What follows belongs to an exercise in optimizing a design on an open flow for small area, a short achievable clock period and few clock cycles per item; a production flow would make more cautious choices.
Only simulation tests tie the RTL to the original design; equivalence was not proved.

// mdct_resonator_bank
module mdct_resonator_bank #(
    parameter int DW   = 32,
    parameter int CW   = 16,
    parameter int FRAC = 14,
    parameter int NCH  = 4,
    parameter int SAT  = 1,
    parameter int LW   = 16,
    localparam int CHW = (NCH > 1) ? $clog2(NCH) : 1
) (
    input  logic              clk_in,
    input  logic              rst_sys,
    input  logic              start,
    input  logic              abort,
    input  logic [LW-1:0]     frame_len,
    input  logic [NCH*CW-1:0] coef,
    input  logic [DW-1:0]     init_s1,
    input  logic [DW-1:0]     init_s2,
    input  logic              s_valid,
    output logic              s_ready,
    input  logic [DW-1:0]     s_data,
    output logic              m_valid,
    input  logic              m_ready,
    output logic [DW-1:0]     m_data,
    output logic [CHW-1:0]    m_chan,
    output logic              m_last,
    output logic              busy,
    output logic              done
);
    localparam logic [2:0] S_IDLE  = 3'd0;
    localparam logic [2:0] S_P0F   = 3'd1;
    localparam logic [2:0] S_P0    = 3'd2;
    localparam logic [2:0] S_WAIT  = 3'd3;
    localparam logic [2:0] S_P1    = 3'd4;
    localparam logic [2:0] S_FLUSH = 3'd5;
    localparam logic [2:0] S_DRAIN = 3'd6;
    localparam logic [2:0] S_WAITF = 3'd7;
    logic [2:0]  state, state_nx;
    logic [15:0] cnt;
    logic        lastf;
    logic        zlen;
    logic [1:0]  rix, rix_nx;
    logic        take_s, take_m, lastf_nx;
    assign lastf_nx = take_s ? (cnt == 16'd1) : lastf;
    logic        st_idle, st_p0f, st_p0, st_wait, st_p1, st_flush, st_drain, st_waitf;
    assign st_idle  = (state == S_IDLE);
    assign st_p0f   = (state == S_P0F);
    assign st_p0    = (state == S_P0);
    assign st_wait  = (state == S_WAIT);
    assign st_p1    = (state == S_P1);
    assign st_flush = (state == S_FLUSH);
    assign st_drain = (state == S_DRAIN);
    assign st_waitf = (state == S_WAITF);
    assign take_s = s_ready & s_valid & ~abort;
    assign take_m = m_valid & m_ready & ~abort;
    logic        adv, ld_y, nxt_b, idle_q, flush_q, drain_q, xen, ld_r1, hold_r1;
    always_ff @(posedge clk_in or posedge rst_sys) begin
        if (rst_sys) begin
            adv     <= 1'b0;
            ld_y    <= 1'b0;
            nxt_b   <= 1'b0;
            idle_q  <= 1'b1;
            flush_q <= 1'b0;
            drain_q <= 1'b0;
  ...
For scale: roughly 4000 cells after synthesis, about 220 I/O pins, about 0.044 mm2 of cells after synthesis.
export LEC_CHECK = 0
export CAP_MARGIN = 20
export CORE_MARGIN = 2
export CORE_UTILIZATION = 65
export CTS_BUF_LIST = sky130_fd_sc_hd__clkbuf_8 sky130_fd_sc_hd__clkbuf_16
export CTS_CLUSTER_DIAMETER = 80
export CTS_CLUSTER_SIZE = 20
export SLEW_MARGIN = 20
create_clock -name core_clock -period 13.0 [get_ports {clk_in}]
standard.sh (not shown) runs the stock make flow with config.mk's settings and CLKGATE_MAP_FILE= SYNTH_SCRIPT=/design/flow/synth_recipe.tcl, a recipe that flattens the netlist after the stock synthesis.
==> flow/flow/run.sh <==
#!/bin/bash
# Own layout flow: the standard flow (standard.sh) with two changes.
# 1. After the standard synthesis (unchanged), fapol.py removes the inverters
#    that adder extraction left between full-adder cells, by choosing which
#    full adders compute on complemented signals (a full adder is self-dual).
#    Registers and ports are untouched; the logic function is the same.
# 2. repair_timing is asked for a larger setup margin, so that the layout is
#    timed tighter than the 13 ns constraint demands, and the ports get plain
#    buffers. The SDC is not changed.
set -euo pipefail
source flow/params.sh
R=$PWD/orfs/results/sky130hd/mdct_resonator_bank/base
bash standard.sh synth > synth.log 2>&1
cp $R/1_2_yosys.v $R/1_2_yosys.std.v
python3 flow/fapol.py $R/1_2_yosys.std.v $R/1_2_yosys.fapol.v > fapol.log 2>&1
cp $R/1_2_yosys.fapol.v $R/1_2_yosys.v
rm -f $R/1_synth.odb $R/1_synth.sdc
bash standard.sh SETUP_SLACK_MARGIN=$MARGIN "BUFFER_PORTS_ARGS=-buffer_cell $PORTBUF" finish > standard.log 2>&1
==> flow/flow/params.sh <==
MARGIN=9.15
PORTBUF=sky130_fd_sc_hd__buf_1
Other scripts of this flow, unchanged in this note and not shown: flow/flow/fapol.py
The starting point passed the timing, DRC and antenna checks.
Testbench counts at the start, summed over its fixed seeds: cycles 9,680, samples 4,452.
Change:
--- a/flow/flow/run.sh
+++ b/flow/flow/run.sh
@@ -17,2 +17,2 @@
 rm -f $R/1_synth.odb $R/1_synth.sdc
-bash standard.sh SETUP_SLACK_MARGIN=$MARGIN "BUFFER_PORTS_ARGS=-buffer_cell $PORTBUF" finish > standard.log 2>&1
+bash standard.sh SETUP_SLACK_MARGIN=$MARGIN "BUFFER_PORTS_ARGS=-buffer_cell $PORTBUF" $EXTRA finish > standard.log 2>&1
==> flow/flow/params.sh (replaced) <==
MARGIN=9.15
PORTBUF=sky130_fd_sc_hd__buf_1
EXTRA="REMOVE_ABC_BUFFERS=1"
CORE_UTILIZATION = 70   (was 65)
CTS_BUF_LIST = sky130_fd_sc_hd__clkbuf_4 sky130_fd_sc_hd__clkbuf_8   (was sky130_fd_sc_hd__clkbuf_8 sky130_fd_sc_hd__clkbuf_16)
CTS_CLUSTER_DIAMETER = default   (was 80)
CTS_CLUSTER_SIZE = default   (was 20)
After rerunning:
- wire length goes down slightly
- first-iteration DRC count went up by a little under a tenth
- final area rises slightly
- worst hold slack is about the same
- via count grows slightly
- non-clock buffer count rose by 12
- area after synthesis stays the same
Change:
--- a/flow/flow/run.sh
+++ b/flow/flow/run.sh
@@ -17,2 +17,2 @@
 rm -f $R/1_synth.odb $R/1_synth.sdc
-bash standard.sh SETUP_SLACK_MARGIN=$MARGIN "BUFFER_PORTS_ARGS=-buffer_cell $PORTBUF" $EXTRA finish > standard.log 2>&1
+bash standard.sh SETUP_SLACK_MARGIN=$MARGIN "BUFFER_PORTS_ARGS=-buffer_cell $PORTBUF" finish > standard.log 2>&1
==> flow/flow/params.sh (replaced) <==
MARGIN=9.1
PORTBUF=sky130_fd_sc_hd__buf_1
CTS_BUF_LIST = sky130_fd_sc_hd__clkbuf_8 sky130_fd_sc_hd__clkbuf_16   (was sky130_fd_sc_hd__clkbuf_4 sky130_fd_sc_hd__clkbuf_8)
CTS_CLUSTER_DIAMETER = 80   (was default)
CTS_CLUSTER_SIZE = 20   (was default)
Utilization drops by 1.5 points.
Critical path depth falls by 1.
Hold slack is better by 0.0052 ns.
Global-route usage went up by 0.34 points.
Die area stays the same.
Cell area decreases by 2.0%.
Setup slack is better by 0.037 ns.
Synthesized area does not change.
Change:
==> flow/flow/params.sh (replaced) <==
MARGIN=9.25
PORTBUF=sky130_fd_sc_hd__buf_1
Outcome: The changed run went through all stages and came out clean; cell area is higher slightly; via count increases slightly; utilization rises by 1.2 points; global-route usage grows by 1.1 points.
Change:
==> flow/flow/params.sh (replaced) <==
MARGIN=9.15
PORTBUF=sky130_fd_sc_hd__buf_1
After rerunning: The new run passed the timing, DRC and antenna checks; worst setup slack improved by 0.037 ns; worst hold slack got worse by 0.021 ns; final cell count fell by 0.47%; fmax rose by 0.93%; synthesized cell count stays the same.

port drivers added, routing unchanged:
How much do the figures lean on ideal ports? The routed layouts below were timed once more, with nothing changed but the port constraints. Step 1, drivers: a clkbuf_16 drives clk_in and a buf_2 each remaining input, both assumed. Step 2, shift: input delay + t, output delay - t, t = (earliest + latest rising clock arrival at the registers) / 2. This alone moves slack from input paths to output paths. Three values: ideal, step 1, step 2; two values: the first two.
| run | shift t [ns] | setup slack, ns | hold WS [ns] | slew at the worst register clock pin (ns) |
|---|---|---|---|---|
| the first run | 0.651 | 9.001 / 9.008 / 8.357 | 0.540 / 0.540 / 0.540 | 0.09 / 0.09 |
| the second run | 0.770 | 8.972 / 8.985 / 8.216 | 0.539 / 0.539 / 0.539 | 0.07 / 0.07 |
| the third run | 0.645 | 9.009 / 9.008 / 8.364 | 0.545 / 0.545 / 0.545 | 0.09 / 0.09 |
| the fourth run | 0.698 | 9.035 / 9.043 / 8.345 | 0.565 / 0.565 / 0.565 | 0.09 / 0.09 |
| the fifth run | 0.640 | 9.071 / 9.092 / 8.452 | 0.544 / 0.544 / 0.544 | 0.09 / 0.09 |
After both steps every run listed still meets setup and hold. For the second run, which loses most, drivers alone change the setup slack by +0.013 ns; drivers and shift together by -0.756 ns.
